Source: an optimization exercise on an open RTL-to-GDS flow (aim: small area and few clock cycles). Production flows keep margins and buffers that such runs may drop. No functional check of the RTL was part of any run shown here. Power and IR drop assume default switching activity.

`flow/run.sh`:
```
#!/bin/bash
# synth_recipe.tcl (not shown) runs the flow's synth.tcl, then flattens the netlist and writes it again
# the make line also repeats each setting of config.mk as NAME=value (left out here)
make -C /OpenROAD-flow-scripts/flow DESIGN_CONFIG=/design/flow/config.mk WORK_HOME=/design/flow/orfs CLKGATE_MAP_FILE= SYNTH_SCRIPT=/design/flow/synth_recipe.tcl finish
```
`flow/config.mk`:
```
export PLATFORM = sky130hd
export DESIGN_NAME = window_mismatch_histogram
export DESIGN_NICKNAME = window_mismatch_histogram
export VERILOG_FILES = /design/flow/design.v
export SDC_FILE = /design/flow/constraint.sdc
export NUM_CORES = 4
export LEC_CHECK = 0
export CAP_MARGIN = 20
export CORE_MARGIN = 2
export CORE_UTILIZATION = 40
export CTS_BUF_LIST = sky130_fd_sc_hd__clkbuf_4 sky130_fd_sc_hd__clkbuf_8
export SLEW_MARGIN = 20
```
`flow/constraint.sdc`:
```
create_clock -name core_clock -period 7.0 [get_ports {i_clk}]
set_input_delay 1.4000 -clock core_clock [delete_from_list [all_inputs] [get_ports {i_clk}]]
set_output_delay 1.4000 -clock core_clock [all_outputs]
set_load 0.01 [all_outputs]
```
`flow/design.v`:
```
package wmh_pkg;
    localparam int DEF_WINDOW_MAX  = 32;
    localparam int DEF_COUNT_WIDTH = 16;
    localparam int BYTE_W      = 8;
    localparam int LEN_W       = 6;
    localparam int OUT_W       = 32;
    localparam int CFG_IDX_W   = 3;
    localparam int CFG_DATA_W  = 64;
    localparam int GUIDE_WORDS = 4;
    localparam int WORD_CHARS  = CFG_DATA_W / BYTE_W;
    localparam int GUIDE_CHARS = GUIDE_WORDS * WORD_CHARS;
    localparam int GIDX_W      = $clog2(GUIDE_CHARS);
    localparam int BINS        = 6;
    localparam int ACC_W       = 3;
    localparam logic [CFG_IDX_W-1:0] CFG_WIN_LEN   = CFG_IDX_W'(0);
endpackage
import wmh_pkg::*;
module wmh_match #(
    parameter int WINDOW_MAX = DEF_WINDOW_MAX
) (
    input  logic                              i_clk,
    input  logic                              i_en,
    input  logic [BYTE_W-1:0]                 i_base,
    input  logic [GUIDE_CHARS-1:0][BYTE_W-1:0] i_guide,
    input  logic [GIDX_W-1:0]                 i_last_idx,   
    output logic [ACC_W-1:0]                  o_mm_cnt
);
    logic [WINDOW_MAX-1:0]            mm;
    logic [WINDOW_MAX-1:0][ACC_W-1:0] n_acc;    
    logic [WINDOW_MAX-2:0][ACC_W-1:0] r_acc;
    always_comb begin
        logic inc;
        for (int k = 0; k < WINDOW_MAX; k++) mm[k] = (i_base != i_guide[k]);
        n_acc[0] = ACC_W'(mm[0]);
        for (int k = 1; k < WINDOW_MAX; k++) begin
            inc      = mm[k] & ~(&r_acc[k-1]);
            n_acc[k] = {r_acc[k-1][2] | (inc & r_acc[k-1][1] & r_acc[k-1][0]),
                        r_acc[k-1][1] ^ (inc & r_acc[k-1][0]),
                        r_acc[k-1][0] ^ inc};
        end
    end
    always_ff @(posedge i_clk) begin
        if (i_en) begin
            r_acc[0] <= {2'b00, n_acc[0][0]};
            r_acc[1] <= {1'b0, n_acc[1][1:0]};
            r_acc[2] <= {1'b0, n_acc[2][1:0]};
            for (int k = 3; k < WINDOW_MAX - 1; k++) r_acc[k] <= n_acc[k];
        end
    end
    assign o_mm_cnt = n_acc[i_last_idx];
endmodule
import wmh_pkg::*;
module wmh_hist #(
    parameter int COUNT_WIDTH = DEF_COUNT_WIDTH
) (
    input  logic                             i_clk,
    input  logic                             i_clear,   
    input  logic [BINS-1:0]                  i_hit,     
    output logic [BINS-1:0][COUNT_WIDTH-1:0] o_cnt
);
    logic [BINS-1:0][COUNT_WIDTH-1:0] r_cnt;
    logic [BINS-1:0][COUNT_WIDTH:0]   carry;    
    logic [BINS-1:0][COUNT_WIDTH-1:0] n_cnt;
    always_comb begin
        for (int k = 0; k < BINS; k++) begin
            carry[k][0] = i_hit[k] & ~(&r_cnt[k]);
            for (int i = 0; i < COUNT_WIDTH; i++) carry[k][i+1] = carry[k][i] & r_cnt[k][i];
            for (int i = 0; i < COUNT_WIDTH; i++)
                n_cnt[k][i] = r_cnt[k][i] ^ carry[k][i];
        end
    end
    always_ff @(posedge i_clk) begin
        for (int k = 0; k < BINS; k++) begin
            if (i_clear) r_cnt[k] <= COUNT_WIDTH'(i_hit[k]);
            else         r_cnt[k] <= n_cnt[k];
        end
    end
    assign o_cnt = r_cnt;
endmodule
import wmh_pkg::*;
module window_mismatch_histogram #(
    parameter int WINDOW_MAX  = DEF_WINDOW_MAX,
    parameter int COUNT_WIDTH = DEF_COUNT_WIDTH
) (
    input  logic                  i_clk,
    input  logic                  i_rst_n,
    input  logic                  i_cfg_valid,
    output logic                  o_cfg_ready,
    input  logic [CFG_IDX_W-1:0]  i_cfg_index,
    input  logic [CFG_DATA_W-1:0] i_cfg_data,
    input  logic                  i_in_valid,
    output logic                  o_in_ready,
    input  logic [BYTE_W-1:0]     i_in_base,
    input  logic                  i_in_last,
    output logic                  o_out_valid,
    input  logic                  i_out_ready,
    output logic [OUT_W-1:0]      o_out_exact_hits,
    output logic [OUT_W-1:0]      o_out_one_mismatch_hits,
    output logic [OUT_W-1:0]      o_out_two_mismatch_hits,
    output logic [OUT_W-1:0]      o_out_three_mismatch_hits,
    output logic [OUT_W-1:0]      o_out_four_mismatch_hits,
    output logic [OUT_W-1:0]      o_out_five_mismatch_hits
);
    logic [GIDX_W-1:0]                  r_last_idx;
    logic [GUIDE_CHARS-1:0][BYTE_W-1:0] r_guide_n;    
    logic [GUIDE_CHARS-1:0][BYTE_W-1:0] guide;
    logic [LEN_W-1:0]                   cfg_len;
    logic [CFG_DATA_W-1:0]              guide_d;
    logic [GIDX_W-1:0] r_fill;
    logic                 r_out_valid;
    logic                 accept, take, win_en;
    logic [ACC_W-1:0]     mm_cnt;
    logic [BINS-1:0]      hit;
    logic [BINS-1:0][COUNT_WIDTH-1:0] cnt;
    assign o_cfg_ready = 1'b1;
    assign cfg_len     = i_cfg_data[LEN_W-1:0];
    assign guide_d     = ~(i_cfg_data & {CFG_DATA_W{i_rst_n}});
    assign guide       = ~r_guide_n;
    always_ff @(posedge i_clk) begin
        if (!i_rst_n) begin
            r_last_idx <= GIDX_W'(WINDOW_MAX - 1);
        end else if (i_cfg_valid && i_cfg_index == CFG_WIN_LEN) begin
            if (cfg_len == '0)       r_last_idx <= '0;
            else if (cfg_len[LEN_W-1]) r_last_idx <= GIDX_W'(WINDOW_MAX - 1);
            else                     r_last_idx <= GIDX_W'(cfg_len - LEN_W'(1));
        end
    end
    always_ff @(posedge i_clk) begin
        for (int w = 0; w < GUIDE_WORDS; w++) begin
            if (!i_rst_n || (i_cfg_valid && i_cfg_index == CFG_IDX_W'(w + 1))) begin
                for (int c = 0; c < WORD_CHARS; c++)
                    r_guide_n[w*WORD_CHARS + c] <= guide_d[c*BYTE_W +: BYTE_W];
            end
        end
    end
    assign take       = r_out_valid && i_out_ready;
    assign o_in_ready = !r_out_valid || i_out_ready;
    assign accept     = i_in_valid && o_in_ready && i_rst_n;
    always_ff @(posedge i_clk) begin
        if (!i_rst_n) begin
            r_fill <= '0;
        end else if (accept) begin
            r_fill <= i_in_last ? '0 : (&r_fill) ? r_fill : r_fill + GIDX_W'(1);
        end
    end
    assign win_en = (r_fill >= r_last_idx);
    wmh_match #(
        .WINDOW_MAX (WINDOW_MAX)
    ) u_match (
        .i_clk      (i_clk),
        .i_en       (accept),
        .i_base     (i_in_base),
        .i_guide    (guide),
        .i_last_idx (r_last_idx),
        .o_mm_cnt   (mm_cnt)
    );
    always_comb begin
        for (int k = 0; k < BINS; k++)
            hit[k] = accept && win_en && (mm_cnt == ACC_W'(k));
    end
    wmh_hist #(
        .COUNT_WIDTH (COUNT_WIDTH)
    ) u_hist (
        .i_clk   (i_clk),
        .i_clear (take || !i_rst_n),
        .i_hit   (hit),
        .o_cnt   (cnt)
    );
    always_ff @(posedge i_clk) begin
        if (!i_rst_n) begin
            r_out_valid <= 1'b0;
        end else if (accept && i_in_last) begin
            r_out_valid <= 1'b1;
        end else if (i_out_ready) begin
            r_out_valid <= 1'b0;
        end
    end
    assign o_out_valid               = r_out_valid;
    assign o_out_exact_hits          = OUT_W'(cnt[0]);
    assign o_out_one_mismatch_hits   = OUT_W'(cnt[1]);
    assign o_out_two_mismatch_hits   = OUT_W'(cnt[2]);
    assign o_out_three_mismatch_hits = OUT_W'(cnt[3]);
    assign o_out_four_mismatch_hits  = OUT_W'(cnt[4]);
    assign o_out_five_mismatch_hits  = OUT_W'(cnt[5]);
endmodule
```
==> results.env, run 1 <==
TIGHTEST_SLEW_PS=979
FINALSETUPVIOLATIONS=0
PLACE.PORT_BUFFERS=178
CLKSLEWWORSTSETUPHOLDPATHS_PS=60
SYNTH_TOP_FLOP_CELL='edfxtp_1'
NUMBER_OF_NETS_IN_THE_FINISHED_DESIGN=2152
DP_SLACK_PS=-725
GRT_OVERFLOW_TOTAL=0
FLOORPLAN.CORE_AREA_UM2=52900
FINAL_CELL_AREA_UM2=26300
GP_CONGESTION=0.856
WHS_ENDPOINT='r_fill[3]'
DIE_SPAN_IN_Y_UM=236
SWITCHING_POWER_mW=1.58
TIMING.SLEW.HEADROOM=0.347
DIE-WIDTH_UM=236
POWER_FRAC_CLOCK=0.391
SLEW_VIOL_FINAL=0
HOLD_CLASS='register to register'
PLACED_CELL_AREA_UM2=24500
CLOCK_LATENCY_PS=680
NETLIST_INSTANCES=1600
ROOT_BUFFER='clkbuf_8'
P_COMB_FRAC=0.109
WIRELENGTH_UM=51700
MEAN_SYN_CELL_AREA_UM2=13.4
NUMCTSBUFFERS=80
YOSYS_SYNTHESIS_WARNING_COUNT=3
CRITPATHREQUIREDTIME_PS=7540
GRT_USE_MET3=0.0353
ANTENNA-DIODE-COUNT=0
FINALCRITICALPERIOD_PS=6740
SYNTH-SEQ-CELLS=452
TIMING.CLOCK.SKEW_PS=45.7
DETAILED_PLACE_HPWL_UM=36500
CLOCK.FMAX_GHz=0.148
AVGVIACOUNTPERCELL=4.98
BUSIEST_LAYER='met2'
TIMING.RR.END='u_hist.r_cnt[62]'
REG2REG_SLACK_PS=940
WORST_HOLD_PATH.NUM_CELLS=2
VIA_COUNT_OF_THE_FIRST_GLOBAL_ROUTING_PASS=13200
AREA_OF_THE_MULTI_INPUT_GATES_UM2=8160
FINAL_MIN_PERIOD_OVER_CLOCK_PERIOD=0.963
GRT_START_MAX_NET_PINS=88
CLOCK_PATH_BUFFERS=3
POWER.DENSITY_nW_PER_UM2=242
FF2FF_PATH_DEPTH=28
POST_ROUTE_CELLS_DRIVE_ABOVE_1_SHARE=0.189
ASYNCSETRESETFLOPFRACSYNTH=0
STATUS='finished clean'
POWER.INTERNAL_mW=4.77
FIN_HOLD_WS_PS=545
COUNT_OF_FLIP_FLOPS_WITH_A_BUILT_IN_ENABLE_AFTER_SYNTHESIS=345
DR_WL_CELL_UM=19.2
WORST-ENDPOINT-ARRIVAL_PS=7280
TIMING.CRITICAL_PATH.FROM_TYPE='input pin'
ANTENNA_LEFT=0
RR_STARTPOINT='r_guide_n[39]'
SYNTH_SEQUENTIAL_AREA_RATIO=0.582
CTS_NUM_SINKS=452
HOLD_VIOL=0
NUM_IO_PINS=276
FILLCELLCOUNT=4665
ENDPOINT_KIND='register'
POST-ROUTE-DRC-COUNT=0
POWER.SHARE.SEQUENTIAL=0.500
SYNTHTOLAYOUTAREAGROWTH_PCT=22.3
SWSHARE=0.249
GRT_FIRST_PASS_WIRELENGTH_UM=79000
FF_LATCH_AREA_UM2=12500
DRT_ITER0_DRC=924
CRITPATHMAXFANOUT=26
MET1_GRT_UTIL=0.247
GROUTE.USAGE.OVERALL=0.185
CLASS_OF_THE_MOST_CRITICAL_SETUP_PATH='input pin to register'
STARTING_DENSITY=0.406
PLACEMENTROWS=84
DIE_OUTLINE_AREA_UM2=55600
MAXCAPVIOLCOUNT=0
HP-START='r_fill[3]'
POWER.LEAKAGE_nW=10.5
SETUP_SLACK_PS=262
NETLIST_AREA_UM2=21500
CTS_TREE='done'
DRT_FIRST_PASS_ITERS=5
GROUTE.LAYER.MET2.USAGE=0.300
VIA_COUNT=13400
CTSHTREEMAXLEVEL=3
ANTENNA_FOUND_INITIAL=0
SYNTH_CELL_TYPES=65
MAXIMUM_VDD_IR_DROP_mV=0.137
## what timing repair did
action,4_1_cts,5_1_grt
buffers inserted,0,4
pin swaps,0,4
hold endpoints to repair,0,0
resized for setup,1,25
hold buffers,0,0
setup endpoints to repair,2,15
## placed cells by master (no fill, tap or decap), types with 17 or more instances in the layout
master           instances
conb_1                  97
nand2_1                129
nand4_1                 47
clkbuf_4                29
buf_4                  142
nor4_2                  18
xnor2_1                173
edfxtp_1               345
xor2_1                 115
a32oi_1                 17
dfxtp_1                107
nor4_1                  33
and3_1                  87
ha_1                   127
nor2_1                  35
clkdlybuf4s50_1        169
clkbuf_8                89
## cells by family (layout without fill, tap and decap cells)
logic type,Yosys count,in the layout,synth area share
flops,452,452,0.582
simple gates,409,409,0.101
xor+xnor,294,294,0.120
buf+inv,181,491,0.0630
fa+ha+maj,129,129,0.0751
compound gates,114,114,0.0410
mux,19,19,0.0176
other cells,2,97,0.000350
## routing by layer
layer	vias to the layer above	wire [um]
li1	6363	-
met3	96	2790
met1	6552	22900
met2	405	24500
met4	0	1390
met5	-	0
## critical path: stages
cell     delay [ps]
buf_2           120
buf_12          220
xnor2_1         100
nor4_1          380
buf_4           180
a32oi_1          60
ha_1            320
mux4_2          510
mux4_2          500
a22oi_2         260
buf_4           180
nor4_2           40
ha_1            200
ha_1            180
ha_1            190
ha_1            190
ha_1            180
ha_1            180
ha_1            180
ha_1            180
ha_1            180
ha_1            190
ha_1            180
ha_1            180
ha_1            180
ha_1            190
ha_1            270
and3_1          160
## registers in the layout (all words and copies together), names as in the netlist
signal / count
u_match.r_acc: 89
r_last_idx: 5
r_guide_n: 256
r_fill: 5
u_hist.r_cnt: 96
r_out_valid: 1
## stage by stage
step,util,std cells,setup TNS (ps),power [mW]
final,0.497,2693,0,6.35
after global routing,0.497,2693,-47.4,6.61
after CTS,0.494,2689,0,6.41
after detailed placement,0.463,2544,-13180,3.91
after global placement,0.463,2544,-12450,3.90
after floorplan,-,1695,0,3.67
## synth_stat cells, types with 30 or more instances
cell / count / area (um^2)
and3_1: 87 / 544
buf_4: 105 / 788
clkbuf_1: 30 / 113
dfxtp_1: 107 / 2140
edfxtp_1: 345 / 10400
ha_1: 129 / 1610
nand2_1: 132 / 495
nand4_1: 47 / 294
nor2_1: 40 / 150
nor4_1: 44 / 275
xnor2_1: 174 / 1520
xor2_1: 120 / 1050
## how the worst max path moves through the flow
stage	start	to	slack, ps	cells after the start
finish	i_in_base[3]	u_hist.r_cnt[62]	260	28
global route	i_in_base[2]	u_hist.r_cnt[63]	-10	31
CTS	i_in_base[5]	u_hist.r_cnt[30]	130	31
detailed placement	i_in_base[5]	u_hist.r_cnt[30]	-730	30
global placement	i_in_base[5]	u_hist.r_cnt[30]	-710	30
floorplan	i_in_base[7]	u_hist.r_cnt[94]	0.2	28
## power by group through the flow
| stage | registers, mW | clock network (mW) | logic, mW |
|---|---|---|---|
| floorplan | 3.21 | 0 | 0.458 |
| global placement | 3.22 | 0 | 0.674 |
| detailed placement | 3.23 | 0 | 0.679 |
| CTS | 3.17 | 2.55 | 0.683 |
| global route | 3.19 | 2.67 | 0.752 |
| finish | 3.17 | 2.48 | 0.693 |
## cell type report
type / instances / area share
Tap cell: 688 / 0.0328
Timing Repair Buffer: 333 / 0.117
Clock inverter: 27 / 0.00719
Multi-Input combinational cell: 1062 / 0.310
Sequential cell: 452 / 0.476
Inverter: 13 / 0.00191
Clock buffer: 118 / 0.0549
==> inputs of run 2 (changes only) <==
--- a/flow/config.mk
+++ b/flow/config.mk
@@ -9,4 +9,6 @@
 export CORE_MARGIN = 2
 export CORE_UTILIZATION = 40
-export CTS_BUF_LIST = sky130_fd_sc_hd__clkbuf_4 sky130_fd_sc_hd__clkbuf_8
+export CTS_BUF_LIST = sky130_fd_sc_hd__clkbuf_8
+export CTS_CLUSTER_DIAMETER = 60
+export CTS_CLUSTER_SIZE = 40
 export SLEW_MARGIN = 20
==> results.env, run 2 <==
PLACEMENTROWS=84  # unchanged
AVGVIACOUNTPERCELL=5.03  # +0.95%
ANTENNA_FOUND_INITIAL=0  # unchanged
SYNTH_SEQUENTIAL_AREA_RATIO=0.582  # unchanged
SYNTH_CELL_TYPES=65  # unchanged
CLKSLEWWORSTSETUPHOLDPATHS_PS=100  # +40 ps
NETLIST_INSTANCES=1600  # unchanged
SETUP_SLACK_PS=269  # +7.10 ps
WORST-ENDPOINT-ARRIVAL_PS=7290  # about the same
SYNTH_LARGEST_AREA_CELL='edfxtp_1'
LARGEST_REG_FLOPS=256  # unchanged
ANTENNA-DIODE-COUNT=0  # unchanged
DR_WL_CELL_UM=19.4  # +1.1%
CRITPATHMAXFANOUT=18  # -31%
ANTENNA_LEFT=0  # unchanged
HOLD_CLASS='register to register'
SYNTHTOLAYOUTAREAGROWTH_PCT=18.8
CTSHTREEMAXLEVEL=2  # -1
SYNTH.CELLS.MOST_FREQUENT='edfxtp_1, xnor2_1, nand2_1'
NUMCTSBUFFERS=39  # -51%
ROOT_BUFFER='clkbuf_8'
STATUS='finished clean'
NETLIST_AREA_UM2=21500  # unchanged
FINALSETUPVIOLATIONS=0  # unchanged
DRT_ITER0_DRC=917  # -0.76%
MAXIMUM_VDD_IR_DROP_mV=0.179  # +30%
MAXCAPVIOLCOUNT=0  # unchanged
VIA_COUNT=13200  # -1.9%
POWER.LEAKAGE_nW=10.1  # -4.2%
FINALCRITICALPERIOD_PS=6730  # -7.10 ps
TIMING.SLEW.HEADROOM=0.349  # +0.00208
HIGHEST_COUNT_CELLS_IN_THE_LAYOUT_IGNORING_FILL_AND_TAPS='edfxtp_1, xnor2_1, clkdlybuf4s50_1'
DETAILED_PLACE_HPWL_UM=36500  # unchanged
SYNTH_TOP_FLOP_CELL='edfxtp_1'
SYNTH_MOST_COMMON_CELL='edfxtp_1'
POST_ROUTE_CELLS_DRIVE_ABOVE_1_SHARE=0.162  # -0.0268
DIE_OUTLINE_AREA_UM2=55600  # unchanged
WIRELENGTH_UM=50800  # -1.7%
POST-ROUTE-DRC-COUNT=0  # unchanged
DP_SLACK_PS=-725  # unchanged
HOLD_VIOL=0  # unchanged
CRITICAL_PATH.MOST_COMMON_CELL='ha_1'
DIE_SPAN_IN_Y_UM=236  # unchanged
CTS_NUM_SINKS=452  # unchanged
VIA_COUNT_OF_THE_FIRST_GLOBAL_ROUTING_PASS=12800  # -2.8%
CTS_TREE='done'
REG_TOP3='r_guide_n: 256 flops, u_hist.r_cnt: 96 flops, u_match.r_acc: 89 flops'
NUMBER_OF_NETS_IN_THE_FINISHED_DESIGN=2108  # -2.0%
GRT_FIRST_PASS_WIRELENGTH_UM=77900  # -1.4%
CLOCK.FMAX_GHz=0.149  # +0.11%
YS_TOP_CELLS_BY_AREA='edfxtp_1, dfxtp_1, ha_1'
COUNT_OF_FLIP_FLOPS_WITH_A_BUILT_IN_ENABLE_AFTER_SYNTHESIS=345  # unchanged
LAYOUT_COMMONEST_CELL='edfxtp_1'
TIGHTEST_SLEW_PS=976  # -3.11 ps
NUM_IO_PINS=276  # unchanged
WORST_PATH_MAX_DELAY_CELL='nor4_1'
TIMING.CRITICAL_PATH.FROM_TYPE='input pin'
CLASS_OF_THE_MOST_CRITICAL_SETUP_PATH='input pin to register'
CRITPATHREQUIREDTIME_PS=7560  # +20 ps
TIMING.CLOCK.SKEW_PS=62.3  # +16.6 ps
GRT_START_MAX_NET_PINS=88  # unchanged
DRT_FIRST_PASS_ITERS=5  # unchanged
FINISH.UTILIZATION=0.483  # -0.0141
STARTING_DENSITY=0.406  # unchanged
DIE-WIDTH_UM=236  # unchanged
MAX_STAGE_DELAY_PS=440  # -70 ps
YOSYS_SYNTHESIS_WARNING_COUNT=3  # unchanged
FLOORPLAN.CORE_AREA_UM2=52900  # unchanged
LARGEST_REGISTER='r_guide_n'
GROUTE.USAGE.OVERALL=0.181  # -0.00315
YOSYSTOPAREACELLSHARE=0.482  # unchanged
MEAN_SYN_CELL_AREA_UM2=13.4  # unchanged
CLOCK_LATENCY_PS=660  # -20 ps
SLEW_VIOL_FINAL=0  # unchanged
POWER.DENSITY_nW_PER_UM2=220  # -9.0%
ASYNCSETRESETFLOPFRACSYNTH=0  # unchanged
GP_CONGESTION=0.856  # unchanged
CTS_HOLD_BUFFERS=0  # unchanged
PLACE.PORT_BUFFERS=178  # unchanged
FILLCELLCOUNT=4688  # +0.49%
CLOCK_PATH_BUFFERS=3  # unchanged
ENDPOINT_KIND='register'
GRT_OVERFLOW_TOTAL=0  # unchanged
TIMING.SETUP.TNS_PS=0  # unchanged
FINAL_MIN_PERIOD_OVER_CLOCK_PERIOD=0.962  # -0.00101
SYNTH-SEQ-CELLS=452  # unchanged
==> run 2: changes by cell type in the layout (fill, tap and decap cells not counted), moves of 4 or more <==
cell and change:
clkinvlp_4 +6, clkbuf_4 -29, clkinv_2 -6, clkinv_4 +4
clkinv_1 -11, clkbuf_8 -47, inv_6 +4
==> run 2: repair_timing <==
action                                  CTS  global route
endpoints found under the setup margin    4            13
buffers inserted                          0             1
gates resized for setup                   1            25
pin swaps                                 0             5
==> run 2: power breakdown <==
part / switching (mW) / internal, mW
sequential: 0.0863 / 3.08
combinational: 0.376 / 0.313
clock: 1.03 / 0.726
==> run 2: cell families after synthesis <==
logic type                 after synthesis  share of synthesized area
AOI/OAI and AO/OA                      114                     0.0410
xor gates and xnor gates               294                      0.120
adders and majority gates              129                     0.0751
buffers and inverters                  181                     0.0630
DFF                                    452                      0.582
muxes                                   19                     0.0176
other                                    2                   0.000350
and+or+nand+nor                        409                      0.101
==> run 2: cell type report <==
type | count | area [um^2] | share of cell area
clock inverters | 30 | 330 | 0.0129
well taps | 688 | 861 | 0.0337
repair buffers | 330 | 3050 | 0.119
flip-flops and latches | 452 | 12500 | 0.490
multi-input cells | 1062 | 8160 | 0.320
clock buffers | 42 | 578 | 0.0226
inverters | 13 | 50.0 | 0.00196
==> run 2: routing by layer <==
layer | vias up | part of all wire | GRT usage
li1 | 6260 | - | -
met3 | 81 | 0.046 | 0.0252
met2 | 361 | 0.47 | 0.299
met4 | 0 | 0.030 | 0.0612
met5 | - | 0 | 0
met1 | 6459 | 0.45 | 0.247
==> run 2: through the flow <==
step,area [um^2],total power [mW],hold WS [ps],std cells
6_report,25500,5.61,549,2617
5_1_grt,25500,5.84,575,2617
4_1_cts,25400,5.66,548,2616
3_5_place_dp,24500,3.91,528,2544
3_3_place_gp,24500,3.90,514,2544
2_1_floorplan,21800,3.67,476,1695
==> run 2: path summary, 6_finish.rpt <==
kind         slack [ps]          start  cells past startpoint          endpoint
max reg2reg         970  r_guide_n[39]                     28  u_hist.r_cnt[62]
max                 270   i_in_base[7]                     32  u_hist.r_cnt[78]
min                 550      r_fill[3]                      2         r_fill[3]
min reg2reg         550      r_fill[3]                      2         r_fill[3]
==> run 2: critical path: cells and delay by family <==
family / cells / cell delay (ps)
AND/OR/NAND/NOR: 5 / 880
buffers and inverters: 5 / 810
adder cells (fa/ha/maj): 16 / 3110
AO/OA/AOI/OAI: 2 / 310
XOR/XNOR: 2 / 370
multiplexers: 2 / 370
==> inputs of run 3 (changes only) <==
--- a/flow/design.v
+++ b/flow/design.v
@@ -52,5 +52,6 @@
 import wmh_pkg::*;
 module wmh_hist #(
-    parameter int COUNT_WIDTH = DEF_COUNT_WIDTH
+    parameter int COUNT_WIDTH = DEF_COUNT_WIDTH,
+    parameter int GROUP_W     = 4      
 ) (
     input  logic                             i_clk,
@@ -59,13 +60,21 @@
     output logic [BINS-1:0][COUNT_WIDTH-1:0] o_cnt
 );
+    localparam int NGROUPS = COUNT_WIDTH / GROUP_W;
     logic [BINS-1:0][COUNT_WIDTH-1:0] r_cnt;
-    logic [BINS-1:0][COUNT_WIDTH:0]   carry;    
+    logic [BINS-1:0][COUNT_WIDTH-1:0] carry;
+    logic [BINS-1:0][NGROUPS:0]       ones;     
+    logic [BINS-1:0]                  inc;
     logic [BINS-1:0][COUNT_WIDTH-1:0] n_cnt;
     always_comb begin
         for (int k = 0; k < BINS; k++) begin
-            carry[k][0] = i_hit[k] & ~(&r_cnt[k]);
-            for (int i = 0; i < COUNT_WIDTH; i++) carry[k][i+1] = carry[k][i] & r_cnt[k][i];
-            for (int i = 0; i < COUNT_WIDTH; i++)
+            ones[k][0] = 1'b1;
+            for (int g = 0; g < NGROUPS; g++)
+                ones[k][g+1] = ones[k][g] & (&r_cnt[k][g*GROUP_W +: GROUP_W]);
+            inc[k] = i_hit[k] & ~ones[k][NGROUPS];
+            for (int i = 0; i < COUNT_WIDTH; i++) begin
+                if (i % GROUP_W == 0) carry[k][i] = inc[k] & ones[k][i / GROUP_W];
+                else                  carry[k][i] = carry[k][i-1] & r_cnt[k][i-1];
                 n_cnt[k][i] = r_cnt[k][i] ^ carry[k][i];
+            end
         end
     end
==> results.env, run 3 <==
STATUS='finished clean'
CLOCK.FMAX_GHz=0.174  # +17%
NETLIST_AREA_UM2=21400  # -0.24%
CTSHTREEMAXLEVEL=2  # unchanged
REG2REG_SLACK_PS=2220  # +1250 ps
AVGVIACOUNTPERCELL=5.19  # +3.3%
CRITPATHREQUIREDTIME_PS=7540  # -20 ps
POWER.LEAKAGE_nW=9.20  # -8.5%
CTS_TREE='done'
ASYNCSETRESETFLOPFRACSYNTH=0  # unchanged
HOLD_CLASS='register to register'
PLACE.PORT_BUFFERS=178  # unchanged
TIMING.CRITICAL_PATH.FROM_TYPE='input pin'
YS_TOP_CELLS_BY_AREA='edfxtp_1, dfxtp_1, xnor2_1'
GRT_SETUP_UNREPAIRED='no'
YOSYSTOPAREACELLSHARE=0.484  # +0.00115
CTS_HOLD_BUFFERS=0  # unchanged
POSTCTSRESIZEDCELLS=0  # -1
CLOCK_LATENCY_PS=650  # about the same
DR_WL_CELL_UM=20.7  # +7.0%
YOSYS_SYNTHESIS_WARNING_COUNT=3  # unchanged
SYNTH_CELL_TYPES=70  # +7.7%
SYNTH_MOST_COMMON_CELL='edfxtp_1'
LARGEST_REGISTER='r_guide_n'
TIMING.SLEW.HEADROOM=0.314  # -0.0350
NUM_IO_PINS=276  # unchanged
PLACEMENTROWS=84  # unchanged
SWSHARE=0.265  # -0.00110
POWER.DENSITY_nW_PER_UM2=227  # +3.1%
VIA_COUNT=13300  # +0.99%
CLASS_OF_THE_MOST_CRITICAL_SETUP_PATH='input pin to register'
GROUTE.USAGE.OVERALL=0.188  # +0.00710
NUMCTSBUFFERS=39  # unchanged
CLOCK_PATH_BUFFERS=3  # unchanged
SYNTH.CELLS.MOST_FREQUENT='edfxtp_1, xnor2_1, nand2_1'
DRT_ITER0_DRC=1052  # +15%
DIE_OUTLINE_AREA_UM2=55400  # -0.23%
STARTING_DENSITY=0.406  # about the same
SETUP_SLACK_PS=1240  # +974 ps
TIGHTEST_SLEW_PS=1030  # +52.4 ps
SYNTHTOLAYOUTAREAGROWTH_PCT=15.0
FINALSETUPVIOLATIONS=0  # unchanged
P_COMB_FRAC=0.113  # -0.010
POST-ROUTE-DRC-COUNT=0  # unchanged
WORST_PATH_MAX_DELAY_CELL='or3_1'
DETAILED_PLACE_HPWL_UM=37500  # +2.7%
MAXCAPVIOLCOUNT=0  # unchanged
FINAL_CELL_AREA_UM2=24600  # -3.5%
SLEW_VIOL_FINAL=0  # unchanged
CRITPATHMAXFANOUT=15  # -3
VIA_COUNT_OF_THE_FIRST_GLOBAL_ROUTING_PASS=12900  # +0.86%
CP_CELL_SEQUENCE='buf_2 > buf_4 > xor2_1 > nand4_1 > nor2_1 > a31oi_1 > ha_1 > mux4_1 > mux4_2 > nand2_1 > o311ai_1 > or3_1 > nor3_1 > ha_1 > ha_1 > ha_1 > and3_1'
DIE-WIDTH_UM=235  # -0.12%
HOLD_VIOL=0  # unchanged
POWER.INTERNAL_mW=4.10  # -0.37%
LAYOUT_COMMONEST_CELL='edfxtp_1'
GRT_START_MAX_NET_PINS=78  # -11%
DRT_FIRST_PASS_ITERS=6  # +1
SYNTH_LARGEST_AREA_CELL='edfxtp_1'
LARGEST_REG_FLOPS=256  # unchanged
TIMING.SETUP.TNS_PS=0  # unchanged
MEAN_SYN_CELL_AREA_UM2=13.1  # -2.4%
ENDPOINT_KIND='register'
FLOORPLAN.CORE_AREA_UM2=52800  # -0.20%
SYNTH_SEQUENTIAL_AREA_RATIO=0.583  # +0.00139
POWER_FRAC_CLOCK=0.320  # +0.007
FINAL_MIN_PERIOD_OVER_CLOCK_PERIOD=0.822  # -0.139
HIGHEST_COUNT_CELLS_IN_THE_LAYOUT_IGNORING_FILL_AND_TAPS='edfxtp_1, xnor2_1, clkdlybuf4s50_1'
ANTENNA_FOUND_INITIAL=2  # +2
GRT_FIRST_PASS_WIRELENGTH_UM=79600  # +2.2%
NUMBER_OF_NETS_IN_THE_FINISHED_DESIGN=2030  # -3.7%
CRITICAL_PATH.MOST_COMMON_CELL='ha_1'
DIE_SPAN_IN_Y_UM=235  # -0.12%
POST_ROUTE_CELLS_DRIVE_ABOVE_1_SHARE=0.100  # -0.0622
FINALCRITICALPERIOD_PS=5760  # -974 ps
GRT_OVERFLOW_TOTAL=0  # unchanged
SYNTH_TOP_FLOP_CELL='edfxtp_1'
POSTCTSSETUPBUFFERS=0  # unchanged
MAXIMUM_VDD_IR_DROP_mV=0.179  # about the same
PLACED_CELL_AREA_UM2=23700  # -3.1%
CTS_NUM_SINKS=452  # unchanged
ANTENNA_LEFT=0  # unchanged
TIMING.CLOCK.SKEW_PS=89.6  # +27.3 ps
GP_CONGESTION=0.863  # +0.86%
WORST-ENDPOINT-ARRIVAL_PS=6290  # -1000 ps
TOTAL_POWER_mW=5.58  # -0.52%
REG_TOP3='r_guide_n: 256 flops, u_hist.r_cnt: 96 flops, u_match.r_acc: 89 flops'
ROOT_BUFFER='clkbuf_8'
SYNTH-SEQ-CELLS=452  # unchanged
WIRELENGTH_UM=53100  # +4.6%
COUNT_OF_FLIP_FLOPS_WITH_A_BUILT_IN_ENABLE_AFTER_SYNTHESIS=345  # unchanged
DP_SLACK_PS=592  # +1320 ps
NETLIST_INSTANCES=1636  # +2.3%
CLKSLEWWORSTSETUPHOLDPATHS_PS=100  # about the same
SWITCHING_POWER_mW=1.48  # -0.93%
MAX_STAGE_DELAY_PS=610  # +170 ps
POWER.SHARE.SEQUENTIAL=0.567  # +0.003
==> run 3: cell types whose count changed after synthesis, sizes merged, moves of 12 or more <==
cell | before | now
xnor2 | 174 | 224
nor2 | 40 | 57
and3 | 87 | 69
ha | 129 | 111
nor4 | 52 | 64
xor2 | 120 | 88
nor3 | 7 | 25
==> run 3: area by class of cell <==
type | count | area (um^2)
clock inverters | 30 | 352
multi-input cells | 1097 | 8080
repair buffers | 236 | 2210
clock buffers | 42 | 578
diodes | 2 | 5.00
flip-flops and latches | 452 | 12500
fillers | 4770 | 28100
inverters | 12 | 46.3
well taps | 688 | 861
==> run 3: worst paths after layout <==
kind | startpoint | endpoint | depth (start not counted)
worst max-delay path | i_in_base[1] | u_hist.r_cnt[78] | 17
worst max register to register | r_guide_n[145] | u_hist.r_cnt[78] | 14
worst min-delay path | u_hist.r_cnt[3] | u_hist.r_cnt[3] | 2
worst min register to register | u_hist.r_cnt[3] | u_hist.r_cnt[3] | 2
==> run 3: metal layers <==
metal  global-route usage  wire length [um]  up-vias
li1                     -                 -     6183
met1                0.246             22900     6586
met2                0.310             25200      416
met3               0.0347              3060      106
met4               0.0770              1950        0
met5                    0                 0        -
==> run 3: critical path: cells and delay by family <==
kind            cells  cell delay, ps
simple gates        6            1720
compound gates      2             300
mux                 2             980
buf+inv             2             730
xor+xnor            1             220
fa+ha+maj           4             920
==> run 3: power groups by stage <==
stage | sequential, mW | clock (mW) | combinational (mW)
2_1_floorplan | 3.21 | 0 | 0.457
3_3_place_gp | 3.22 | 0 | 0.630
3_5_place_dp | 3.23 | 0 | 0.631
4_1_cts | 3.17 | 1.85 | 0.635
5_1_grt | 3.18 | 1.93 | 0.688
6_report | 3.17 | 1.79 | 0.629
==> run 3: cells by family (layout without fill, tap and decap cells) <==
family	count (synthesis)	count (layout)	synth area share
muxes	17	17	0.0150
xor gates and xnor gates	312	312	0.128
other	2	99	0.000350
AOI/OAI and AO/OA	130	130	0.0454
and+or+nand+nor	430	430	0.106
DFF	452	452	0.583
buffers and inverters	182	320	0.0574
adders and majority gates	111	111	0.0648
==> run 3: metrics by stage <==
step	utilization	cells	hold WS, ps
floorplan	-	1731	508
global placement	0.449	2485	521
detailed placement	0.449	2485	531
CTS	0.467	2557	559
global route	0.467	2559	584
finish	0.467	2559	558
==> inputs of run 4 (changes only) <==
--- a/flow/config.mk
+++ b/flow/config.mk
@@ -9,6 +9,4 @@
 export CORE_MARGIN = 2
 export CORE_UTILIZATION = 40
-export CTS_BUF_LIST = sky130_fd_sc_hd__clkbuf_8
-export CTS_CLUSTER_DIAMETER = 60
-export CTS_CLUSTER_SIZE = 40
+export CTS_BUF_LIST = sky130_fd_sc_hd__clkbuf_4 sky130_fd_sc_hd__clkbuf_8
 export SLEW_MARGIN = 20
==> results.env, run 4 <==
FINALSETUPVIOLATIONS=0  # unchanged
CLASS_OF_THE_MOST_CRITICAL_SETUP_PATH='input pin to register'
FIN_HOLD_WS_PS=548  # -9.65 ps
CLOCK_LATENCY_PS=680  # +30 ps
STATUS='finished clean'
NUMCTSBUFFERS=81  # +110%
TIMING.SLEW.HEADROOM=0.310  # -0.00407
SYNTHTOLAYOUTAREAGROWTH_PCT=18.3
CLOCK.FMAX_GHz=0.175  # +0.84%
WIRELENGTH_UM=54000  # +1.7%
ASYNCSETRESETFLOPFRACSYNTH=0  # unchanged
CTSHTREEMAXLEVEL=3  # +1
CTS_TREE='done'
WORST-ENDPOINT-ARRIVAL_PS=6270  # -20 ps
MAX_STAGE_DELAY_PS=840  # +230 ps
SLEW_VIOL_FINAL=0  # unchanged
YS_TOP_CELLS_BY_AREA='edfxtp_1, dfxtp_1, xnor2_1'
HOLD_VIOL=0  # unchanged
GRT_OVERFLOW_TOTAL=0  # unchanged
DR_WL_CELL_UM=20.5  # -1.2%
SYNTH-SEQ-CELLS=452  # unchanged
CRITPATHMAXFANOUT=15  # unchanged
NUMBER_OF_NETS_IN_THE_FINISHED_DESIGN=2072  # +2.1%
LARGEST_REGISTER='r_guide_n'
DETAILED_PLACE_HPWL_UM=37500  # unchanged
POWER.DENSITY_nW_PER_UM2=249  # +10%
FINALNONFILLERCELLS=2633  # +2.9%
TIMING.CRITICAL_PATH.FROM_TYPE='input pin'
TIMING.SETUP.TNS_PS=0  # unchanged
DIE_OUTLINE_AREA_UM2=55400  # unchanged
REG_TOP3='r_guide_n: 256 flops, u_hist.r_cnt: 96 flops, u_match.r_acc: 89 flops'
SYNTH_SEQUENTIAL_AREA_RATIO=0.583  # unchanged
DRT_FIRST_PASS_ITERS=6  # unchanged
CP_CELL_SEQUENCE='buf_2 > buf_4 > xnor2_1 > nor4_1 > a32oi_1 > ha_1 > xor2_1 > o22ai_1 > nor4_1 > a31oi_1 > a31oi_1 > nand3b_1 > or4b_1 > nor2_1 > ha_1 > ha_1 > ha_1 > and3_1'
MAXCAPVIOLCOUNT=0  # unchanged
HIGHEST_COUNT_CELLS_IN_THE_LAYOUT_IGNORING_FILL_AND_TAPS='edfxtp_1, xnor2_1, clkdlybuf4s50_1'
CLKSLEWWORSTSETUPHOLDPATHS_PS=60  # -40 ps
NETLIST_INSTANCES=1636  # unchanged
LAYOUT_COMMONEST_CELL='edfxtp_1'
ANTENNA_FOUND_INITIAL=3  # +1
VIA_COUNT_OF_THE_FIRST_GLOBAL_ROUTING_PASS=13400  # +3.8%
SYNTH_LARGEST_AREA_CELL='edfxtp_1'
YOSYSTOPAREACELLSHARE=0.484  # unchanged
VIA_COUNT=13500  # +1.8%
POWER.LEAKAGE_nW=9.59  # +4.2%
HOLD_CLASS='register to register'
POST_ROUTE_CELLS_DRIVE_ABOVE_1_SHARE=0.128  # +0.0282
DRT_ITER0_DRC=929  # -12%
MEAN_SYN_CELL_AREA_UM2=13.1  # unchanged
GRT_START_MAX_NET_PINS=78  # unchanged
COUNT_OF_FLIP_FLOPS_WITH_A_BUILT_IN_ENABLE_AFTER_SYNTHESIS=345  # unchanged
PLACE.PORT_BUFFERS=178  # unchanged
AVGVIACOUNTPERCELL=5.14  # -1.0%
GRT_SETUP_UNREPAIRED='no'
WORST_PATH_MAX_DELAY_CELL='nor4_1'
STARTING_DENSITY=0.406  # unchanged
GROUTE.USAGE.OVERALL=0.193  # +0.00466
CRITPATHREQUIREDTIME_PS=7560  # +20 ps
POSTCTSSETUPBUFFERS=0  # unchanged
PLACED_CELLS_INCL_TAPS=2485  # unchanged
ENDPOINT_KIND='register'
SYNTH_CELL_TYPES=70  # unchanged
YOSYS_SYNTHESIS_WARNING_COUNT=3  # unchanged
DIE_SPAN_IN_Y_UM=235  # unchanged
GRT_FIRST_PASS_WIRELENGTH_UM=81400  # +2.2%
TIMING.CLOCK.SKEW_PS=41.9  # -47.6 ps
ANTENNA_LEFT=0  # unchanged
NUM_IO_PINS=276  # unchanged
DIE-WIDTH_UM=235  # unchanged
FINISH.UTILIZATION=0.481  # +0.0135
PLACEMENTROWS=84  # unchanged
FINALCRITICALPERIOD_PS=5710  # -48.0 ps
CTS_NUM_SINKS=452  # unchanged
FINAL_MIN_PERIOD_OVER_CLOCK_PERIOD=0.816  # -0.00686
POST-ROUTE-DRC-COUNT=0  # unchanged
FLOORPLAN.CORE_AREA_UM2=52800  # unchanged
CRITICAL_PATH.MOST_COMMON_CELL='ha_1'
ROOT_BUFFER='clkbuf_8'
CLOCK_PATH_BUFFERS=3  # unchanged
MAXIMUM_VDD_IR_DROP_mV=0.150  # -16%
SYNTH_TOP_FLOP_CELL='edfxtp_1'
SYNTH.CELLS.MOST_FREQUENT='edfxtp_1, xnor2_1, nand2_1'
POSTCTSRESIZEDCELLS=0  # unchanged
NETLIST_AREA_UM2=21400  # unchanged
GP_CONGESTION=0.863  # unchanged
SYNTH_MOST_COMMON_CELL='edfxtp_1'
CTS_HOLD_BUFFERS=0  # unchanged
LARGEST_REG_FLOPS=256  # unchanged
TIGHTEST_SLEW_PS=1030  # +6.10 ps
-- run 4: changes by cell type in the layout (fill, tap and decap cells not counted), moves of 2 or more --
cell       previous run  this run
inv_1                11         9
clkinv_1              2        15
inv_6                 7         1
inv_8                 3         1
clkinv_4              3         1
clkbuf_8             42        86
clkbuf_4              0        28
bufinv_16             4         2
clkinv_2              4         7
-- run 4: area by class of cell --
cell class	instances	area, um^2
fill	4752	27400
sequential	452	12500
multi-input combinational	1097	8080
timing repair buffer	236	2210
clock buffer	114	1390
tap	688	861
clock inverter	31	248
inverter	12	46.3
antenna	3	7.51
-- run 4: cell families after synthesis --
family / count (synthesis) / synth area share
DFF: 452 / 0.583
and+or+nand+nor: 430 / 0.106
xor gates and xnor gates: 312 / 0.128
buffers and inverters: 182 / 0.0574
AOI/OAI and AO/OA: 130 / 0.0454
adders and majority gates: 111 / 0.0648
muxes: 17 / 0.0150
other: 2 / 0.000350
-- run 4: path summary, 6_finish.rpt --
kind | startpoint | endpoint | slack, ps | cells past startpoint
hold / removal | u_hist.r_cnt[3] | u_hist.r_cnt[3] | 550 | 2
setup / recovery | i_in_base[3] | u_hist.r_cnt[62] | 1290 | 18
setup reg to reg | r_guide_n[185] | u_hist.r_cnt[78] | 2210 | 14
hold reg to reg | u_hist.r_cnt[3] | u_hist.r_cnt[3] | 550 | 2
-- run 4: worst max-delay path: cells and delay by family --
family / cells / cell delay [ps]
AOI/OAI and AO/OA: 4 / 830
xor gates and xnor gates: 2 / 370
adders and majority gates: 4 / 810
buffers and inverters: 2 / 720
and+or+nand+nor: 6 / 2130
-- run 4: where the power goes --
part	total (mW)	switching [mW]	internal, mW
clock network	2.52	1.15	1.38
registers	3.17	0.0867	3.09
logic	0.630	0.370	0.259
-- run 4: routing by layer --
metal,wire length (um),part of all wire,GRT usage,vias up
met5,0,0,0,-
met4,1800,0.033,0.0859,0
met3,3740,0.069,0.0443,100
met2,25500,0.47,0.314,469
met1,23000,0.43,0.247,6661
li1,-,-,-,6303
-- run 4: through the flow --
step                      power, mW  cell area [um^2]  setup slack [ps]
after floorplan                3.67             21800               211
after global placement         3.85             23700               658
after detailed placement       3.86             23700               592
after CTS                      6.39             25300              1330
after global routing           6.58             25400               939
final                          6.32             25400              1290
==> inputs of run 5 (changes only) <==
--- a/flow/config.mk
+++ b/flow/config.mk
@@ -9,4 +9,6 @@
 export CORE_MARGIN = 2
 export CORE_UTILIZATION = 40
-export CTS_BUF_LIST = sky130_fd_sc_hd__clkbuf_4 sky130_fd_sc_hd__clkbuf_8
+export CTS_BUF_LIST = sky130_fd_sc_hd__clkbuf_8
+export CTS_CLUSTER_DIAMETER = 50
+export CTS_CLUSTER_SIZE = 30
 export SLEW_MARGIN = 20
==> results.env, run 5 <==
POST_ROUTE_CELLS_DRIVE_ABOVE_1_SHARE=0.103  # -0.0248
HP-START='u_match.r_acc[89]'
DIE_OUTLINE_AREA_UM2=55400  # unchanged
NUM_IO_PINS=276  # unchanged
POWER.LEAKAGE_nW=9.31  # -2.9%
DRT_ITER0_DRC=908  # -2.3%
TIMING.CLOCK.SKEW_PS=72.0  # +30.1 ps
GRT_OVERFLOW_TOTAL=0  # unchanged
DR_WL_CELL_UM=20.7  # +0.81%
CTS_NUM_SINKS=452  # unchanged
TOTAL_POWER_mW=5.84  # -7.7%
SYNTH_COMPOUND_GATE_AREA_SHARE=0.0454  # unchanged
YOSYS.AREA_SHARE.ADDER=0.0648  # unchanged
YS_TOP_CELLS_BY_AREA='edfxtp_1, dfxtp_1, xnor2_1'
CLOCK_LATENCY_PS=690  # about the same
HIGHEST_COUNT_CELLS_IN_THE_LAYOUT_IGNORING_FILL_AND_TAPS='edfxtp_1, xnor2_1, clkdlybuf4s50_1'
FF2FF_PATH_DEPTH=14  # unchanged
VIA_COUNT=13400  # -0.97%
SYNTH.CELLS.MOST_FREQUENT='edfxtp_1, xnor2_1, nand2_1'
POSTCTSSETUPBUFFERS=0  # unchanged
POST-ROUTE-DRC-COUNT=0  # unchanged
NUMBER_OF_NETS_IN_THE_FINISHED_DESIGN=2038  # -1.6%
WHS_ENDPOINT='u_match.r_acc[92]'
AVGVIACOUNTPERCELL=5.20  # +1.2%
TIMING.SETUP.TNS_PS=0  # unchanged
FINALSETUPVIOLATIONS=0  # unchanged
CLOCK_PATH_BUFFERS=3  # unchanged
YOSYSTOPAREACELLSHARE=0.484  # unchanged
SIMPLE_GATE_SHARE_OF_THE_SYNTHESIZED_AREA=0.106  # unchanged
LAYOUT_COMMONEST_CELL='edfxtp_1'
DIE-WIDTH_UM=235  # unchanged
REG2REG_SLACK_PS=2180  # -30 ps
PLACEMENTROWS=84  # unchanged
FINAL_CELL_AREA_UM2=24900  # -1.9%
POSTCTSRESIZEDCELLS=0  # unchanged
COUNT_OF_FLIP_FLOPS_WITH_A_BUILT_IN_ENABLE_AFTER_SYNTHESIS=345  # unchanged
POWER_FRAC_CLOCK=0.350  # -0.049
PLACE.PORT_BUFFERS=178  # unchanged
NETLIST_INSTANCES=1636  # unchanged
WIRELENGTH_UM=53300  # -1.4%
WORST-ENDPOINT-ARRIVAL_PS=6300  # +30 ps
TIMING.SLEW.HEADROOM=0.312  # +0.00162
VIA_COUNT_OF_THE_FIRST_GLOBAL_ROUTING_PASS=13100  # -2.6%
MAXIMUM_VDD_IR_DROP_mV=0.144  # -4.3%
REG_TOP3='r_guide_n: 256 flops, u_hist.r_cnt: 96 flops, u_match.r_acc: 89 flops'
HOLD_CLASS='register to register'
FLOORPLAN.CORE_AREA_UM2=52800  # unchanged
FINALCRITICALPERIOD_PS=5750  # +39.3 ps
ENDPOINT_KIND='register'
ASYNCSETRESETFLOPFRACSYNTH=0  # unchanged
MAXCAPVIOLCOUNT=0  # unchanged
MAX_STAGE_DELAY_PS=840  # about the same
SYNTH_TOP_FLOP_CELL='edfxtp_1'
ANTENNA_LEFT=0  # unchanged
POST_SYNTH_XOR_AREA_FRACTION=0.128  # unchanged
NUMCTSBUFFERS=47  # -42%
CTS_HOLD_BUFFERS=0  # unchanged
TIMING.CRITICAL_PATH.FROM_TYPE='input pin'
SWITCHING_POWER_mW=1.51  # -5.6%
SYNTHMUXAREASHARE=0.0150  # unchanged
DIE_SPAN_IN_Y_UM=235  # unchanged
YOSYS_SYNTHESIS_WARNING_COUNT=3  # unchanged
STATUS='finished clean'
LARGEST_REG_FLOPS=256  # unchanged
CRITPATHMAXFANOUT=15  # unchanged
STARTING_DENSITY=0.406  # unchanged
CLASS_OF_THE_MOST_CRITICAL_SETUP_PATH='input pin to register'
FINAL_MIN_PERIOD_OVER_CLOCK_PERIOD=0.821  # +0.00561
SYNTH_LARGEST_AREA_CELL='edfxtp_1'
DETAILED_PLACE_HPWL_UM=37500  # unchanged
SYNTH-SEQ-CELLS=452  # unchanged
TIGHTEST_SLEW_PS=1030  # -2.42 ps
CRITPATHREQUIREDTIME_PS=7550  # about the same
GRT_FIRST_PASS_WIRELENGTH_UM=80000  # -1.6%
POWER.INTERNAL_mW=4.33  # -8.4%
SYNTH_TOP_FAMILY_BY_AREA='XOR/XNOR gates'
MEAN_SYN_CELL_AREA_UM2=13.1  # unchanged
SLEW_VIOL_FINAL=0  # unchanged
SYNTHTOLAYOUTAREAGROWTH_PCT=16.1
WORST_HOLD_PATH.NUM_CELLS=1  # -1
CP_CELL_SEQUENCE='buf_2 > buf_4 > xnor2_1 > nor4_1 > a32oi_1 > ha_1 > xor2_1 > o22ai_1 > nor4_1 > a31oi_1 > a31oi_1 > nand3b_1 > or4b_1 > nor2_1 > ha_1 > ha_1 > ha_1 > and3_1'
CTSHTREEMAXLEVEL=2  # -1
GROUTE.USAGE.OVERALL=0.189  # -0.00437
ROOT_BUFFER='clkbuf_8'
GP_CONGESTION=0.863  # unchanged
LARGEST_REGISTER='r_guide_n'
CLOCK.FMAX_GHz=0.174  # -0.68%
CRITICAL_PATH.MOST_COMMON_CELL='ha_1'
TIMING.RR.END='u_hist.r_cnt[78]'
NETLIST_AREA_UM2=21400  # unchanged
HOLD_VIOL=0  # unchanged
CLKSLEWWORSTSETUPHOLDPATHS_PS=90  # +30 ps
POWER.SHARE.SEQUENTIAL=0.542  # +0.040
SWSHARE=0.259  # +0.00561
WORST_PATH_MAX_DELAY_CELL='nor4_1'
GRT_START_MAX_NET_PINS=78  # unchanged
GRT_SETUP_UNREPAIRED='no'
CTS_TREE='done'
PLACED_CELL_AREA_UM2=23700  # unchanged
SYNTH_SEQUENTIAL_AREA_RATIO=0.583  # unchanged
ANTENNA_FOUND_INITIAL=3  # unchanged
SYNTH_MOST_COMMON_CELL='edfxtp_1'
SYNTH_CELL_TYPES=70  # unchanged
P_COMB_FRAC=0.108  # +0.008
POWER.DENSITY_nW_PER_UM2=235  # -5.9%
RR_STARTPOINT='r_guide_n[147]'
DRT_FIRST_PASS_ITERS=5  # -1
## run 5: changes by cell type in the layout (fill, tap and decap cells not counted)
cell and change:
inv_6 +3, inv_12 -2, clkbuf_4 -28, clkinv_1 -9
bufinv_16 +6, clkinv_2 -5, clkinvlp_4 +4, clkbuf_8 -38
clkinv_4 +1, clkinv_8 +5, inv_1 +6
## run 5: area by class of cell
cell class              count  area (um^2)
diodes                      3         7.51
clock buffers              48          661
clock inverters            40          505
fillers                  4758        27900
inverters                  12         46.3
multi-input cells        1097         8080
flip-flops and latches    452        12500
well taps                 688          861
repair buffers            236         2210
## run 5: cell families after synthesis
logic type | after synthesis
AND/OR/NAND/NOR | 430
other | 2
AO/OA/AOI/OAI | 130
adder cells (fa/ha/maj) | 111
XOR/XNOR | 312
buffers and inverters | 182
multiplexers | 17
flip-flops | 452
## run 5: power by group through the flow
stage          clock network [mW]  registers (mW)  logic [mW]
3_5_place_dp                    0            3.23       0.631
6_report                     2.04            3.17       0.630
4_1_cts                      2.10            3.17       0.635
3_3_place_gp                    0            3.22       0.630
5_1_grt                      2.18            3.18       0.687
2_1_floorplan                   0            3.21       0.457
## run 5: routing by layer
metal / vias up / part of all wire / GRT usage
li1: 6217 / - / -
met1: 6665 / 0.43 / 0.247
met2: 431 / 0.48 / 0.313
met3: 89 / 0.056 / 0.0317
met4: 0 / 0.033 / 0.0751
met5: - / 0 / 0
## run 5: critical path: cells and delay by family
| family | cells | cell delay [ps] |
|---|---|---|
| AO/OA/AOI/OAI | 4 | 840 |
| XOR/XNOR | 2 | 380 |
| adder cells (fa/ha/maj) | 4 | 810 |
| buffers and inverters | 2 | 720 |
| AND/OR/NAND/NOR | 6 | 2130 |
## run 5: worst max path at each step
stage                      start          endpoint  slack [ps]  depth (start not counted)
floorplan            i_cfg_valid      r_guide_n[0]         210                          3
global placement    i_in_base[1]  u_hist.r_cnt[14]         660                         17
detailed placement  i_in_base[3]  u_hist.r_cnt[62]         590                         18
CTS                 i_in_base[5]  u_hist.r_cnt[78]        1290                         17
global route        i_in_base[3]  u_hist.r_cnt[63]         920                         19
finish              i_in_base[3]  u_hist.r_cnt[62]        1250                         18
## run 5: per-stage QoR
step / worst slack, ps / std cells / util / hold slack [ps]
global route: 917 / 2576 / 0.471 / 582
CTS: 1290 / 2573 / 0.471 / 550
floorplan: 211 / 1731 / - / 508
detailed placement: 592 / 2485 / 0.449 / 531
finish: 1250 / 2576 / 0.471 / 540
global placement: 658 / 2485 / 0.449 / 521
==> inputs of run 6 (changes only) <==
--- a/flow/config.mk
+++ b/flow/config.mk
@@ -9,6 +9,6 @@
 export CORE_MARGIN = 2
 export CORE_UTILIZATION = 40
-export CTS_BUF_LIST = sky130_fd_sc_hd__clkbuf_8
-export CTS_CLUSTER_DIAMETER = 50
-export CTS_CLUSTER_SIZE = 30
+export CTS_BUF_LIST = sky130_fd_sc_hd__clkbuf_16
+export CTS_CLUSTER_DIAMETER = 80
+export CTS_CLUSTER_SIZE = 60
 export SLEW_MARGIN = 20
==> results.env, run 6 <==
CLKSLEWWORSTSETUPHOLDPATHS_PS=90  # about the same
LARGEST_REG_FLOPS=256  # unchanged
DIE_SPAN_IN_Y_UM=235  # unchanged
GRT_START_MAX_NET_PINS=78  # unchanged
ENDPOINT_KIND='register'
VIA_COUNT_OF_THE_FIRST_GLOBAL_ROUTING_PASS=12900  # -1.2%
CLOCK.FMAX_GHz=0.171  # -1.5%
MEAN_SYN_CELL_AREA_UM2=13.1  # unchanged
LARGEST_REGISTER='r_guide_n'
FILLCELLCOUNT=4733  # -0.53%
YS_TOP_CELLS_BY_AREA='edfxtp_1, dfxtp_1, xnor2_1'
GRT_OVERFLOW_TOTAL=0  # unchanged
COUNT_OF_FLIP_FLOPS_WITH_A_BUILT_IN_ENABLE_AFTER_SYNTHESIS=345  # unchanged
CLOCK_LATENCY_PS=630  # -60 ps
SYNTH.CELLS.MOST_FREQUENT='edfxtp_1, xnor2_1, nand2_1'
CPLARGESTDELAYFAMILY='simple AND/OR/NAND/NOR gates'
CTS_TREE='done'
TIGHTEST_SLEW_PS=1030  # +1.36 ps
MAXCAPVIOLCOUNT=0  # unchanged
PLACED_CELLS_INCL_TAPS=2485  # unchanged
DRT_ITER0_DRC=969  # +6.7%
SYNTH_MOST_COMMON_CELL='edfxtp_1'
MAX_STAGE_DELAY_PS=870  # +30 ps
WORST_PATH_MAX_DELAY_CELL='nor4_1'
HOLD_VIOL=0  # unchanged
POST-ROUTE-DRC-COUNT=0  # unchanged
SYNTH_CELL_TYPES=70  # unchanged
NUMBER_OF_NETS_IN_THE_FINISHED_DESIGN=2020  # -0.88%
HOLD_CLASS='register to register'
CLOCK_PATH_BUFFERS=3  # unchanged
GRT_FIRST_PASS_WIRELENGTH_UM=79500  # -0.60%
NUMCTSBUFFERS=29  # -38%
ANTENNA_FOUND_INITIAL=3  # unchanged
HP-START='u_hist.r_cnt[3]'
FINAL_MIN_PERIOD_OVER_CLOCK_PERIOD=0.833  # +0.0121
WORST-ENDPOINT-ARRIVAL_PS=6310  # about the same
LAYOUT_COMMONEST_CELL='edfxtp_1'
STATUS='finished clean'
FIN_HOLD_WS_PS=555  # +14.5 ps
YOSYSTOPAREACELLSHARE=0.484  # unchanged
FINALNONFILLERCELLS=2542  # -1.3%
CRITPATHMAXFANOUT=15  # unchanged
CTSHTREEMAXLEVEL=1  # -1
FLOORPLAN.CORE_AREA_UM2=52800  # unchanged
SLEW_VIOL_FINAL=0  # unchanged
WHS_ENDPOINT='u_hist.r_cnt[3]'
DIE-WIDTH_UM=235  # unchanged
TIMING.CLOCK.SKEW_PS=61.3  # -10.8 ps
NETLIST_AREA_UM2=21400  # unchanged
SYNTH_TOP_FLOP_CELL='edfxtp_1'
ASYNCSETRESETFLOPFRACSYNTH=0  # unchanged
POSTCTSRESIZEDCELLS=0  # unchanged
REG_TOP3='r_guide_n: 256 flops, u_hist.r_cnt: 96 flops, u_match.r_acc: 89 flops'
CLASS_OF_THE_MOST_CRITICAL_SETUP_PATH='input pin to register'
TIMING.SLEW.HEADROOM=0.311  # -0.000904
FF2FF_PATH_DEPTH=14  # unchanged
FINALCRITICALPERIOD_PS=5830  # +85.0 ps
PLACEMENTROWS=84  # unchanged
POWER.DENSITY_nW_PER_UM2=233  # -0.78%
GROUTE.USAGE.OVERALL=0.186  # -0.00234
WORST_HOLD_PATH.NUM_CELLS=2  # +1
VIA_COUNT=13300  # -1.1%
DRT_FIRST_PASS_ITERS=6  # +1
CRITPATHREQUIREDTIME_PS=7480  # -70 ps
GP_CONGESTION=0.863  # unchanged
SYNTHTOLAYOUTAREAGROWTH_PCT=15.6
TIMING.CRITICAL_PATH.FROM_TYPE='input pin'
WIRELENGTH_UM=52900  # -0.69%
YOSYS_SYNTHESIS_WARNING_COUNT=3  # unchanged
REG2REG_SLACK_PS=2180  # about the same
POSTCTSSETUPBUFFERS=0  # unchanged
AVGVIACOUNTPERCELL=5.21  # +0.19%
SYNTH_SEQUENTIAL_AREA_RATIO=0.583  # unchanged
SYNTH-SEQ-CELLS=452  # unchanged
AREA_OF_THE_MULTI_INPUT_GATES_UM2=8080  # unchanged
CRITICAL_PATH.MOST_COMMON_CELL='ha_1'
STARTING_DENSITY=0.406  # unchanged
ROOT_BUFFER='clkbuf_16'
DIE_OUTLINE_AREA_UM2=55400  # unchanged
DETAILED_PLACE_HPWL_UM=37500  # unchanged
TOTAL_POWER_mW=5.77  # -1.2%
CTS_NUM_SINKS=452  # unchanged
HIGHEST_COUNT_CELLS_IN_THE_LAYOUT_IGNORING_FILL_AND_TAPS='edfxtp_1, xnor2_1, clkdlybuf4s50_1'
CP_CELL_SEQUENCE='buf_2 > buf_4 > xnor2_1 > nor4_1 > a32oi_1 > ha_1 > xor2_1 > o22ai_1 > nor4_1 > a31oi_1 > a31oi_1 > nand3b_1 > or4b_1 > nor2_1 > ha_1 > ha_1 > ha_1 > and3_1'
ANTENNA_LEFT=0  # unchanged
FF_LATCH_AREA_UM2=12500  # unchanged
PLACE.PORT_BUFFERS=178  # unchanged
RR_STARTPOINT='r_guide_n[185]'
MAXIMUM_VDD_IR_DROP_mV=0.207  # +44%
SYNTH_LARGEST_AREA_CELL='edfxtp_1'
TIMING.SETUP.TNS_PS=0  # unchanged
DR_WL_CELL_UM=20.8  # +0.64%
TIMING.RR.END='u_hist.r_cnt[78]'
POWER.LEAKAGE_nW=9.24  # -0.67%
POST_ROUTE_CELLS_DRIVE_ABOVE_1_SHARE=0.0929  # -0.0105
CP.BUFFERS_INVERTERS=2  # unchanged
FINISH.UTILIZATION=0.470  # -0.00183
NUM_IO_PINS=276  # unchanged
CTS_HOLD_BUFFERS=0  # unchanged
GRT_SETUP_UNREPAIRED='no'
FINALSETUPVIOLATIONS=0  # unchanged
NETLIST_INSTANCES=1636  # unchanged
-- run 6: cell types whose count changed in the layout (fill, tap and decap cells not counted), sizes merged --
cell,before,now
clkinvlp,5,1
clkbuf,48,29
clkinv,17,6
inv,22,28
bufinv,8,2
-- run 6: cells by family (layout without fill, tap and decap cells) --
logic type / count (synthesis) / after routing / synth area share
other cells: 2 / 100 / 0.000350
fa+ha+maj: 111 / 111 / 0.0648
xor+xnor: 312 / 312 / 0.128
mux: 17 / 17 / 0.0150
flops: 452 / 452 / 0.583
compound gates: 130 / 130 / 0.0454
buf+inv: 182 / 302 / 0.0574
simple gates: 430 / 430 / 0.106
-- run 6: area by class of cell --
type / count / share of cell area
inverter: 12 / 0.00187
timing repair buffer: 236 / 0.0893
tap: 688 / 0.0347
multi-input combinational: 1097 / 0.326
sequential: 452 / 0.505
clock inverter: 25 / 0.0139
antenna: 3 / 0.000303
clock buffer: 29 / 0.0293
-- run 6: power by group --
group,internal [mW],leakage (nW),switching [mW]
Clock,0.910,0.522,1.06
Sequential,3.08,4.22,0.0866
Combinational,0.259,4.50,0.371
Total,4.25,9.24,1.52
-- run 6: worst register-to-register path, delay by kind of cell, from the launching register on --
family | cells | cell delay (ps)
AND/OR/NAND/NOR | 5 | 1910
AO/OA/AOI/OAI | 2 | 330
adder cells (fa/ha/maj) | 4 | 940
multiplexers | 2 | 980
XOR/XNOR | 1 | 140
flip-flops | 1 | 400
-- run 6: worst max path at each step --
stage / from / to / depth (start not counted)
final: i_in_base[3] / u_hist.r_cnt[62] / 18
after global routing: i_in_base[3] / u_hist.r_cnt[63] / 19
after CTS: i_in_base[3] / u_hist.r_cnt[62] / 18
after detailed placement: i_in_base[3] / u_hist.r_cnt[62] / 18
after global placement: i_in_base[1] / u_hist.r_cnt[14] / 17
after floorplan: i_cfg_valid / r_guide_n[0] / 3
-- run 6: metal layers --
metal  vias to the layer above  routed length [um]  GRT usage
li1                       6166                   -          -
met2                       443               25400      0.313
met4                         0                1520     0.0562
met5                         -                   0          0
met1                      6564               22700      0.245
met3                        77                3270     0.0348
-- run 6: metrics by stage --
stage | instance area, um^2 | worst slack [ps]
6_report | 24800 | 1170
5_1_grt | 24800 | 840
4_1_cts | 24800 | 1200
3_5_place_dp | 23700 | 592
3_3_place_gp | 23700 | 658
2_1_floorplan | 21800 | 211

[re-timing with driven ports]
Ports are ideal in the flow. The routed layouts listed here were re-timed in OpenROAD.
Step 1: set_driving_cell puts a clkbuf_16 on i_clk and a buf_2 on each other input, an assumption about the parent block.
Step 2 also shifts input and output timing later by t, the mid clock arrival at the registers, as if the neighbouring blocks saw the same clock.
Three values: no drivers, after step 1, after step 2; two values: the first two.
run	shift t [ns]	setup WS [ns]	clock arrival spread, ns	worst register clock-pin slew, ns	worst slew at a driven data input, ns
run 1	0.709	0.262 / 0.297 / -0.412	0.046 / 0.045	0.07 / 0.07	0.06
run 2	0.683	0.269 / 0.303 / -0.380	0.062 / 0.062	0.12 / 0.12	0.06
run 3	0.663	1.243 / 1.264 / 0.601	0.091 / 0.090	0.12 / 0.12	0.07
run 4	0.716	1.291 / 1.314 / 0.599	0.043 / 0.043	0.06 / 0.06	0.09
run 5	0.703	1.252 / 1.275 / 0.572	0.074 / 0.073	0.10 / 0.10	0.08
run 6	0.655	1.167 / 1.194 / 0.539	0.062 / 0.062	0.12 / 0.12	0.07
With both steps, setup timing fails in run 1 and run 2, where it was met with ideal ports. The setup slack of run 4, which loses most, moves by +0.023 ns with the drivers and by -0.692 ns with both steps.
